Background: an optimization exercise with open tools, aiming at small area and a short achievable clock period. Do not read the settings as production practice.
Where RTL was checked, it was by simulation tests only, not by an equivalence proof against the original.

==> inputs of trial 45 <==
Design ooo_issue_exec_top, start of the top module:
module ooo_issue_exec_top (
	input logic clk,
	input logic rst,
	input logic [1:0] issue_valid,
	input logic [3:0] issue0_tag,
	input logic [31:0] issue0_inst,
	input logic [31:0] issue0_pc,
	input logic issue0_src1_busy,
	input logic [31:0] issue0_src1,
	input logic issue0_src2_busy,
	input logic [31:0] issue0_src2,
	input logic [3:0] issue1_tag,
	input logic [31:0] issue1_inst,
	input logic [31:0] issue1_pc,
	input logic issue1_src1_busy,
	input logic [31:0] issue1_src1,
	input logic issue1_src2_busy,
	input logic [31:0] issue1_src2,
	input logic [15:0] bcast_rdy,
	input logic [511:0] bcast_data,
	input logic flush_valid,
	input logic [3:0] flush_front_tag,
	input logic [3:0] flush_rear_tag,
	input logic [3:0] flush_tag,
	output logic [1:0] accept,
	output logic [3:0] num_free,
	output logic result_valid,
	output logic [3:0] result_tag,
	output logic [31:0] result_data
);
make LEC_CHECK=0 CAP_MARGIN=20 CORE_ASPECT_RATIO=0.6 CORE_MARGIN=2 CORE_UTILIZATION=20 PLACE_DENSITY=0.26 SETUP_SLACK_MARGIN=4 SLEW_MARGIN=20 SYNTH_HIERARCHICAL=1 SYNTH_MINIMUM_KEEP_SIZE=0 finish   # period 8.5 ns
run.sh (not shown) runs the stock make flow with config.mk's settings and CLKGATE_MAP_FILE= SYNTH_SCRIPT=/design/flow/synth_recipe.tcl, a recipe that flattens the netlist after the stock synthesis.
==> trial 96: changes against trial 45 <==
==> flow/flow/run.sh (new file) <==
#!/bin/bash
# The standard ORFS layout (the standard.sh, synthesis unchanged), with
# three settings changed: ports get a buf_2 instead of the default delay
# buffer, the synthesis buffers are removed before placement instead of a
# pre-placement timing repair, and global routing derates the layers a little
# less. The full make output goes to standard_flow.log; each step's tool log
# is under orfs/logs.
set -uo pipefail
bash standard.sh \
	"BUFFER_PORTS_ARGS=-buffer_cell sky130_fd_sc_hd__buf_2" \
	REMOVE_ABC_BUFFERS=1 \
	ROUTING_LAYER_ADJUSTMENT=0.45 \
	finish > standard_flow.log 2>&1
==> flow/standard.sh (new file) <==
#!/bin/bash
# synth_recipe.tcl (not shown) runs the flow's synth.tcl, then flattens the netlist and writes it again
# the make line also repeats each setting of config.mk as NAME=value (left out here)
make -C /OpenROAD-flow-scripts/flow DESIGN_CONFIG=/design/flow/config.mk WORK_HOME=/design/flow/orfs CLKGATE_MAP_FILE= SYNTH_SCRIPT=/design/flow/synth_recipe.tcl "${@:-finish}"
Settings changed: CORE_ASPECT_RATIO 0.6 to 0.7, CORE_UTILIZATION 20 to 22, PLACE_DENSITY 0.26 to 0.28.
removed: flow/run.sh
==> results.sh <==
export IMPL_status="stopped before the end"
export IMPL_haltStage="5_1_grt"
export IMPL_error_line="[ERROR GRT-0232] Routing congestion too high. Check the congestion heatmap in the GUI."
export IMPL_top_usage_layer="met2"
export IMPL_rows=185
export IMPL_die_h_um=509
export IMPL_cts_resized_gates=851
export IMPL_met1_usage_pct=74.3
(the above is from trial 96)
==> results.sh <==
export IMPL_haltStage="5_1_grt"
export IMPL_status="stopped before the end"
export IMPL_error_line="[ERROR GRT-0232] Routing congestion too high. Check the congestion heatmap in the GUI."
export IMPL_cts_resized_gates=922
export IMPL_top_usage_layer="met1"
export IMPL_grt_ovfl_total=3
export IMPL_met1_usage_pct=72.9
export IMPL_rows=179
(the above is from trial 45)

==> run F <==
ooo_issue_exec_top, a different RTL version from the one above (not shown whole).
Design ooo_issue_exec_top, start of the top module:
module ooo_issue_exec_top (
	input logic clk,
	input logic rst,
	input logic [1:0] issue_valid,
	input logic [3:0] issue0_tag,
	input logic [31:0] issue0_inst,
	input logic [31:0] issue0_pc,
	input logic issue0_src1_busy,
	input logic [31:0] issue0_src1,
	input logic issue0_src2_busy,
	input logic [31:0] issue0_src2,
	input logic [3:0] issue1_tag,
	input logic [31:0] issue1_inst,
	input logic [31:0] issue1_pc,
	input logic issue1_src1_busy,
	input logic [31:0] issue1_src1,
	input logic issue1_src2_busy,
	input logic [31:0] issue1_src2,
	input logic [15:0] bcast_rdy,
	input logic [511:0] bcast_data,
	input logic flush_valid,
	input logic [3:0] flush_front_tag,
	input logic [3:0] flush_rear_tag,
	input logic [3:0] flush_tag,
	output logic [1:0] accept,
	output logic [3:0] num_free,
	output logic result_valid,
	output logic [3:0] result_tag,
	output logic [31:0] result_data
);
clock: 8.5 ns
lec_check: 0
cap_margin: 20
core_margin: 2
core_utilization: 32
slew_margin: 20
synth_hierarchical: 1
synth_minimum_keep_size: 0
Stock flow here: none of the scripts above is used.
==> inputs of run K, as changes to run F <==
--- a/flow/design.v
+++ b/flow/design.v
@@ -20,18 +20,18 @@
 	input logic src2_busy,
 	input logic [31:0] src2,
 	output logic op1_busy,
 	output logic [31:0] op1,
 	output logic op2_busy,
 	output logic [31:0] op2,
 	output logic [3:0] op,
 	input logic [15:0] bc_rdy,
-	output logic [15:0] hit1,
-	output logic [15:0] hit2,
+	output logic [15:0] sel1,
+	output logic [15:0] sel2,
 	output logic cap1,
 	output logic cap2
 );
 	logic [6:0] opc;
 	logic [2:0] f3;
 	logic b5;
 	logic [31:0] i_imm;
 	logic [31:0] u_imm;
@@ -106,22 +106,22 @@
 			7'b1100011: begin  
 				op = {1'b1, f3[2], f3[2] & f3[1], f3[0] & (f3[2] | ~f3[1])};
 			end
 			default: ;
 		endcase
 	end
 	always_comb begin
 		for (int t = 0; t < 16; t++) begin
-			hit1[t] = op1_busy && (op1[3:0] == t) && bc_rdy[t];
-			hit2[t] = op2_busy && (op2[3:0] == t) && bc_rdy[t];
+			sel1[t] = op1_busy && (op1[3:0] == t);
+			sel2[t] = op2_busy && (op2[3:0] == t);
 		end
 	end
-	assign cap1 = |hit1;
-	assign cap2 = |hit2;
+	assign cap1 = |(sel1 & bc_rdy);
+	assign cap2 = |(sel2 & bc_rdy);
 endmodule
 `timescale 1ns/1ps
 module ao222n (
 	input logic a1,
 	input logic b1,
 	input logic a2,
 	input logic b2,
 	input logic a3,
@@ -157,68 +157,87 @@
 	output logic y
 );
 	logic [2:0] p;
 	ao222n u0 (.a1(s[0]), .b1(d[0]), .a2(s[1]), .b2(d[1]), .a3(s[2]), .b3(d[2]), .y(p[0]));
 	ao222n u1 (.a1(s[3]), .b1(d[3]), .a2(s[4]), .b2(d[4]), .a3(s[5]), .b3(d[5]), .y(p[1]));
 	assign p[2] = ~((s[6] & d[6]) | (s[7] & d[7]));
 	assign y = ~&p;
 endmodule
+module select_gate (
+	input logic a1,
+	input logic b1,
+	input logic a2,
+	input logic b2,
+	input logic a3,
+	input logic b3,
+	input logic rn,
+	output logic y
+);
+	assign y = ((a1 & b1) | (a2 & b2) | (a3 & b3)) & ~rn;
+endmodule
 module operand_select (
 	input logic ld0,
 	input logic ld1,
-	input logic [15:0] l0_hit,
+	input logic [15:0] l0_sel,
 	input logic l0_cap,
 	input logic l0_busy,
-	input logic [15:0] l1_hit,
+	input logic [15:0] l1_sel,
 	input logic l1_cap,
 	input logic l1_busy,
 	input logic h_valid,
 	input logic h_busy,
 	input logic [3:0] h_tag,
 	input logic [15:0] bc_rdy,
+	input logic [15:0] bc_rdy_n,
 	output logic [15:0] s,
 	output logic sa_lo,
 	output logic sa_hi,
 	output logic sb_lo,
 	output logic sb_hi,
 	output logic sh_lo,
 	output logic sh_hi,
 	output logic busy_n
 );
-	logic [15:0] h_hit;
 	logic h_wait;
 	logic h_cap;
 	logic hold;
+	logic [3:0] pl;
+	logic [3:0] ph;
 	assign h_wait = h_valid & h_busy;
 	always_comb begin
-		for (int t = 0; t < 16; t++) begin
-			h_hit[t] = h_wait && (h_tag == t) && bc_rdy[t];
+		for (int j = 0; j < 4; j++) begin
+			pl[j] = h_wait && (h_tag[1:0] == j);
+			ph[j] = (h_tag[3:2] == j);
 		end
 	end
+	for (genvar t = 0; t < 16; t++) begin : g_t
+		select_gate u (
+			.a1(ld0), .b1(l0_sel[t]), .a2(ld1), .b2(l1_sel[t]), .a3(pl[t % 4]), .b3(ph[t / 4]),
+			.rn(bc_rdy_n[t]), .y(s[t])
+		);
+	end
 	assign hold = ~ld0 & ~ld1;
-	assign s = (l0_hit & {16{ld0}}) | (l1_hit & {16{ld1}}) | h_hit;
 	assign h_cap = h_wait & bc_rdy[h_tag];
 	assign sa_lo = ld0 & ~l0_cap;
 	assign sa_hi = ld0 & ~l0_busy;
 	assign sb_lo = ld1 & ~l1_cap;
 	assign sb_hi = ld1 & ~l1_busy;
 	assign sh_lo = hold & ~h_cap;
 	assign sh_hi = hold & ~h_busy;
 	assign busy_n = ld0 ? (l0_busy & ~l0_cap) : ld1 ? (l1_busy & ~l1_cap) : (h_busy & ~h_cap);
 endmodule
 `timescale 1ns/1ps
 module rs_control (
 	input logic [7:0] valid_n,
 	input logic [7:0] ready_n,
 	output logic [7:0] alloc0,
 	output logic [7:0] alloc1,
 	output logic [7:0] disp,
-	output logic [3:0] num_free,
-	output logic [1:0] accept
+	output logic [3:0][1:0] pair_free
 );
 	logic [7:0] free;
 	logic [7:0] free_before;
 	logic [7:0] two_before;
 	logic [7:0] ready_before;
 	assign free = ~valid_n;
 	always_comb begin
 		free_before[0] = 1'b0;
@@ -229,23 +248,20 @@
 			two_before[i] = two_before[i-1] | (free_before[i-1] & free[i-1]);
 			ready_before[i] = ready_before[i-1] | ready_n[i-1];
 		end
 	end
 	assign alloc0 = free & ~free_before;
 	assign alloc1 = free & free_before & ~two_before;
 	assign disp = ready_n & ~ready_before;
 	always_comb begin
-		num_free = '0;
-		for (int i = 0; i < 8; i++) begin
-			num_free = num_free + {3'b0, free[i]};
+		for (int j = 0; j < 4; j++) begin
+			pair_free[j] = {free[2*j] & free[2*j+1], free[2*j] ^ free[2*j+1]};
 		end
 	end
-	assign accept[0] = |free;
-	assign accept[1] = free_before[7] & free[7] | two_before[7];
 endmodule
 `timescale 1ns/1ps
 module exec_unit (
 	input logic [3:0] op,
 	input logic [31:0] a,
 	input logic [31:0] b,
 	output logic [31:0] y
 );
@@ -255,75 +271,93 @@
 	logic [33:0] sum_w;
 	logic [31:0] sum;
 	logic carry;
 	logic eq;
 	logic lt;
 	logic ltu;
 	logic cmp_out;
 	logic right;
+	logic fill;
 	logic [31:0] sh_in;
-	logic [31:0] sh_r;
+	logic [31:0] sh1;
+	logic [31:0] sh2;
+	logic [31:0] sh3;
 	logic [31:0] sh_out;
-	logic fill;
-	logic [31:0] alu_out;
+	logic sel_sum;
+	logic sel_sh;
+	logic sel_xor;
+	logic sel_or;
+	logic sel_and;
 	assign is_cmp = op[3];
 	assign sub = is_cmp | (op[2:0] == 3'b001);
 	assign bx = sub ? ~b : b;
 	assign sum_w = {1'b0, a, 1'b1} + {1'b0, bx, sub};
 	assign sum = sum_w[32:1];
 	assign carry = sum_w[33];
 	assign eq = (a == b);
 	assign ltu = ~carry;
 	assign lt = (a[31] ^ b[31]) ? a[31] : sum[31];
 	assign cmp_out = (op[2] ? (op[1] ? ltu : lt) : eq) ^ op[0];
 	assign right = op[0] | op[2];
 	assign fill = op[2] & a[31];
 	always_comb begin
 		for (int k = 0; k < 32; k++) begin
 			sh_in[k] = right ? a[k] : a[31-k];
 		end
-	end
-	assign sh_r = $unsigned($signed({fill, sh_in}) >>> b[4:0]);
-	always_comb begin
 		for (int k = 0; k < 32; k++) begin
-			sh_out[k] = right ? sh_r[k] : sh_r[31-k];
+			case (b[1:0])
+				2'd0: sh1[k] = sh_in[k];
+				2'd1: sh1[k] = (k + 1 < 32) ? sh_in[(k+1)%32] : fill;
+				2'd2: sh1[k] = (k + 2 < 32) ? sh_in[(k+2)%32] : fill;
+				default: sh1[k] = (k + 3 < 32) ? sh_in[(k+3)%32] : fill;
+			endcase
+		end
+		for (int k = 0; k < 32; k++) begin
+			case (b[3:2])
+				2'd0: sh2[k] = sh1[k];
+				2'd1: sh2[k] = (k + 4 < 32) ? sh1[(k+4)%32] : fill;
+				2'd2: sh2[k] = (k + 8 < 32) ? sh1[(k+8)%32] : fill;
+				default: sh2[k] = (k + 12 < 32) ? sh1[(k+12)%32] : fill;
+			endcase
+		end
+		for (int k = 0; k < 32; k++) begin
+			sh3[k] = b[4] ? ((k + 16 < 32) ? sh2[(k+16)%32] : fill) : sh2[k];
+		end
+		for (int k = 0; k < 32; k++) begin
+			sh_out[k] = right ? sh3[k] : sh3[31-k];
 		end
 	end
-	always_comb begin
-		case (op[2:0])
-			3'b000, 3'b001: alu_out = sum;
-			3'b010, 3'b011, 3'b101: alu_out = sh_out;
-			3'b100: alu_out = a ^ b;
-			3'b110: alu_out = a | b;
-			default: alu_out = a & b;
-		endcase
-	end
-	assign y = is_cmp ? {31'b0, cmp_out} : alu_out;
+	assign sel_sum = ~op[3] & (op[2:1] == 2'b00);
+	assign sel_sh = ~op[3] & ((op[2:1] == 2'b01) | (op[2:0] == 3'b101));
+	assign sel_xor = ~op[3] & (op[2:0] == 3'b100);
+	assign sel_or = ~op[3] & (op[2:0] == 3'b110);
+	assign sel_and = ~op[3] & (op[2:0] == 3'b111);
+	assign y = ({32{sel_sum}} & sum) | ({32{sel_sh}} & sh_out) | ({32{sel_xor}} & (a ^ b))
+		| ({32{sel_or}} & (a | b)) | ({32{sel_and}} & (a & b)) | {31'b0, is_cmp & cmp_out};
 endmodule
 `timescale 1ns/1ps
 module issue_exec_slice (
 	input logic [3:0] front,
 	input logic [3:0] rear,
 	input logic [3:0] ftag,
-	output logic [15:0] keep
+	input logic [7:0][3:0] tags,
+	output logic [7:0] keep
 );
 	logic wrap_all;
 	logic no_wrap;
+	logic [7:0] ge;
+	logic [7:0] lt;
 	assign wrap_all = (rear + 4'd1) == ftag;
 	assign no_wrap = front <= ftag;
 	always_comb begin
-		for (int t = 0; t < 16; t++) begin
-			if (wrap_all) begin
-				keep[t] = 1'b1;
-			end else if (no_wrap) begin
-				keep[t] = (t >= front) && (t < ftag);
-			end else begin
-				keep[t] = (t >= front) || (t < ftag);
-			end
+		for (int i = 0; i < 8; i++) begin
+			ge[i] = tags[i] >= front;
+			lt[i] = tags[i] < ftag;
+			keep[i] = wrap_all | (no_wrap ? (ge[i] & lt[i]) : (ge[i] | lt[i]));
 		end
 	end
 endmodule
 `timescale 1ns/1ps
 module ooo_issue_exec_top (
 	input logic clk,
 	input logic rst,
 	input logic [1:0] issue_valid,
@@ -358,81 +392,80 @@
 	logic [7:0][3:0] op;
 	logic [7:0] b1;
 	logic [7:0] b2;
 	logic [7:0][31:0] v1;
 	logic [7:0][31:0] v2;
 	logic [7:0] disp;
 	logic [7:0] alloc0;
 	logic [7:0] alloc1;
-	logic [3:0] nf;
-	logic [1:0] acc;
+	logic [3:0][1:0] pair_free;
 	logic d0_b1, d0_b2, d1_b1, d1_b2;
 	logic [31:0] d0_v1, d0_v2, d1_v1, d1_v2;
 	logic [3:0] d0_op, d1_op;
 	logic [15:0] d0_s1, d0_s2, d1_s1, d1_s2;
 	logic d0_c1, d0_c2, d1_c1, d1_c2;
 	logic [7:0] ld0;
 	logic [7:0] ld1;
-	logic [15:0] keep_tag;
+	logic [7:0] keep;
 	logic [7:0] valid_n;
 	logic [7:0] ready_n;
 	logic [7:0] b1_n;
 	logic [7:0] b2_n;
 	logic [7:0][31:0] v1_n;
 	logic [7:0][31:0] v2_n;
 	logic [7:0] disp_n;
 	logic [7:0] alloc0_n;
 	logic [7:0] alloc1_n;
-	logic [3:0] nf_n;
-	logic [1:0] acc_n;
+	logic [3:0][1:0] pair_free_n;
 	logic [3:0] disp_tag;
 	logic [3:0] disp_op;
 	logic [31:0] disp_a;
 	logic [31:0] disp_b;
 	logic [31:0] alu_y;
 	issue_decode dec0 (
 		.inst(issue0_inst), .pc(issue0_pc),
 		.src1_busy(issue0_src1_busy), .src1(issue0_src1),
 		.src2_busy(issue0_src2_busy), .src2(issue0_src2),
 		.op1_busy(d0_b1), .op1(d0_v1), .op2_busy(d0_b2), .op2(d0_v2), .op(d0_op),
-		.bc_rdy(bcast_rdy), .hit1(d0_s1), .hit2(d0_s2), .cap1(d0_c1), .cap2(d0_c2)
+		.bc_rdy(bcast_rdy), .sel1(d0_s1), .sel2(d0_s2), .cap1(d0_c1), .cap2(d0_c2)
 	);
 	issue_decode dec1 (
 		.inst(issue1_inst), .pc(issue1_pc),
 		.src1_busy(issue1_src1_busy), .src1(issue1_src1),
 		.src2_busy(issue1_src2_busy), .src2(issue1_src2),
 		.op1_busy(d1_b1), .op1(d1_v1), .op2_busy(d1_b2), .op2(d1_v2), .op(d1_op),
-		.bc_rdy(bcast_rdy), .hit1(d1_s1), .hit2(d1_s2), .cap1(d1_c1), .cap2(d1_c2)
+		.bc_rdy(bcast_rdy), .sel1(d1_s1), .sel2(d1_s2), .cap1(d1_c1), .cap2(d1_c2)
 	);
-	assign accept = acc;
-	assign num_free = nf;
-	assign ld0 = alloc0 & {8{issue_valid[0] & acc[0] & ~flush_valid}};
-	assign ld1 = alloc1 & {8{issue_valid[1] & acc[1] & ~flush_valid}};
+	assign accept = {|alloc1, |alloc0};
+	assign num_free = {2'b0, pair_free[0]} + {2'b0, pair_free[1]} + {2'b0, pair_free[2]}
+		+ {2'b0, pair_free[3]};
+	assign ld0 = alloc0 & {8{issue_valid[0] & ~flush_valid}};
+	assign ld1 = alloc1 & {8{issue_valid[1] & ~flush_valid}};
 	issue_exec_slice fl0 (
-		.front(flush_front_tag), .rear(flush_rear_tag), .ftag(flush_tag), .keep(keep_tag)
+		.front(flush_front_tag), .rear(flush_rear_tag), .ftag(flush_tag), .tags(tag), .keep(keep)
 	);
 	for (genvar i = 0; i < 8; i++) begin : g_slot
 		logic [15:0] s1;
 		logic [15:0] s2;
 		logic sa1_lo, sa1_hi, sb1_lo, sb1_hi, sh1_lo, sh1_hi;
 		logic sa2_lo, sa2_hi, sb2_lo, sb2_hi, sh2_lo, sh2_hi;
 		operand_select os1 (
 			.ld0(ld0[i]), .ld1(ld1[i]),
-			.l0_hit(d0_s1), .l0_cap(d0_c1), .l0_busy(d0_b1),
-			.l1_hit(d1_s1), .l1_cap(d1_c1), .l1_busy(d1_b1),
-			.h_valid(valid[i]), .h_busy(b1[i]), .h_tag(v1[i][3:0]), .bc_rdy(bcast_rdy),
+			.l0_sel(d0_s1), .l0_cap(d0_c1), .l0_busy(d0_b1),
+			.l1_sel(d1_s1), .l1_cap(d1_c1), .l1_busy(d1_b1),
+			.h_valid(valid[i]), .h_busy(b1[i]), .h_tag(v1[i][3:0]), .bc_rdy(bcast_rdy), .bc_rdy_n(~bcast_rdy),
 			.s(s1), .sa_lo(sa1_lo), .sa_hi(sa1_hi), .sb_lo(sb1_lo), .sb_hi(sb1_hi),
 			.sh_lo(sh1_lo), .sh_hi(sh1_hi), .busy_n(b1_n[i])
 		);
 		operand_select os2 (
 			.ld0(ld0[i]), .ld1(ld1[i]),
-			.l0_hit(d0_s2), .l0_cap(d0_c2), .l0_busy(d0_b2),
-			.l1_hit(d1_s2), .l1_cap(d1_c2), .l1_busy(d1_b2),
-			.h_valid(valid[i]), .h_busy(b2[i]), .h_tag(v2[i][3:0]), .bc_rdy(bcast_rdy),
+			.l0_sel(d0_s2), .l0_cap(d0_c2), .l0_busy(d0_b2),
+			.l1_sel(d1_s2), .l1_cap(d1_c2), .l1_busy(d1_b2),
+			.h_valid(valid[i]), .h_busy(b2[i]), .h_tag(v2[i][3:0]), .bc_rdy(bcast_rdy), .bc_rdy_n(~bcast_rdy),
 			.s(s2), .sa_lo(sa2_lo), .sa_hi(sa2_hi), .sb_lo(sb2_lo), .sb_hi(sb2_hi),
 			.sh_lo(sh2_lo), .sh_hi(sh2_hi), .busy_n(b2_n[i])
 		);
 		for (genvar k = 0; k < 32; k++) begin : g_bit
 			logic [15:0] d;
 			for (genvar t = 0; t < 16; t++) begin : g_src
 				assign d[t] = bcast_data[32*t + k];
 			end
@@ -451,17 +484,17 @@
 					.sh(sh1_hi), .dh(v1[i][k]), .y(v1_n[i][k])
 				);
 				capture_bit cb2 (
 					.s(s2), .d(d), .sa(sa2_hi), .da(d0_v2[k]), .sb(sb2_hi), .db(d1_v2[k]),
 					.sh(sh2_hi), .dh(v2[i][k]), .y(v2_n[i][k])
 				);
 			end
 		end
-		assign valid_n[i] = ~rst & ((valid[i] & ~(flush_valid & ~keep_tag[tag[i]])) | ld0[i] | ld1[i])
+		assign valid_n[i] = ~rst & ((valid[i] & ~(flush_valid & ~keep[i])) | ld0[i] | ld1[i])
 			& ~disp[i];
 		assign ready_n[i] = valid_n[i] & ~b1_n[i] & ~b2_n[i];
 		always_ff @(posedge clk) begin
 			valid[i] <= valid_n[i];
 			if (ld0[i]) begin
 				tag[i] <= issue0_tag;
 				op[i] <= d0_op;
 			end else if (ld1[i]) begin
@@ -471,24 +504,23 @@
 			b1[i] <= b1_n[i];
 			b2[i] <= b2_n[i];
 			v1[i] <= v1_n[i];
 			v2[i] <= v2_n[i];
 		end
 	end
 	rs_control ctrl0 (
 		.valid_n(valid_n), .ready_n(ready_n), .alloc0(alloc0_n), .alloc1(alloc1_n), .disp(disp_n),
-		.num_free(nf_n), .accept(acc_n)
+		.pair_free(pair_free_n)
 	);
 	always_ff @(posedge clk) begin
 		disp <= disp_n;
 		alloc0 <= alloc0_n;
 		alloc1 <= alloc1_n;
-		nf <= nf_n;
-		acc <= acc_n;
+		pair_free <= pair_free_n;
 	end
 	for (genvar k = 0; k < 32; k++) begin : g_da
 		logic [7:0] xa;
 		logic [7:0] xb;
 		for (genvar i = 0; i < 8; i++) begin : g_s
 			assign xa[i] = v1[i][k];
 			assign xb[i] = v2[i][k];
 		end
CORE_UTILIZATION = 18   (was 32)
PLACE_DENSITY = 0.24   (was default)
SETUP_SLACK_MARGIN = 4   (was default)
==> comparison table <==
|  | run K | run F |
|---|---|---|
| Run status | stopped before the end | stopped before the end |
| Stage where the flow stopped | global routing | global routing |
| HPWL Detailed | 880,000 um | 671,000 um |
| Basic-gate share of the synthesized area counting and, or, nand and nor cells | 0.208 | 0.218 |
| Die boundary height | 666 um | 506 um |
| Total number of placement rows | 242 | 184 |
| Syn avg cell area | 9.04 um2 | 8.88 um2 |
| Count of mapped cells out of synthesis | 8,714 | 9,081 |
| Share of the synthesized area in compound gates (AO/OA/AOI/OAI) | 0.511 | 0.499 |
| Setup Fix Bufs, Post-CTS | 513 | 0 |
| Synth Area in XOR/XNOR | 0.00778 | 0.00782 |
| Number of instances resized during post-cts repair | 892 | 0 |
| Width of the chip | 666 um | 506 um |
| Proportion of netlist area held by the largest area contributor | 0.441 | 0.406 |
| Placed cells | 16,100 | 13,600 |
| Worst-case clock buffer depth | 4 | 3 |
Function was not checked in any run of this note: the RTL went through the layout flow alone.
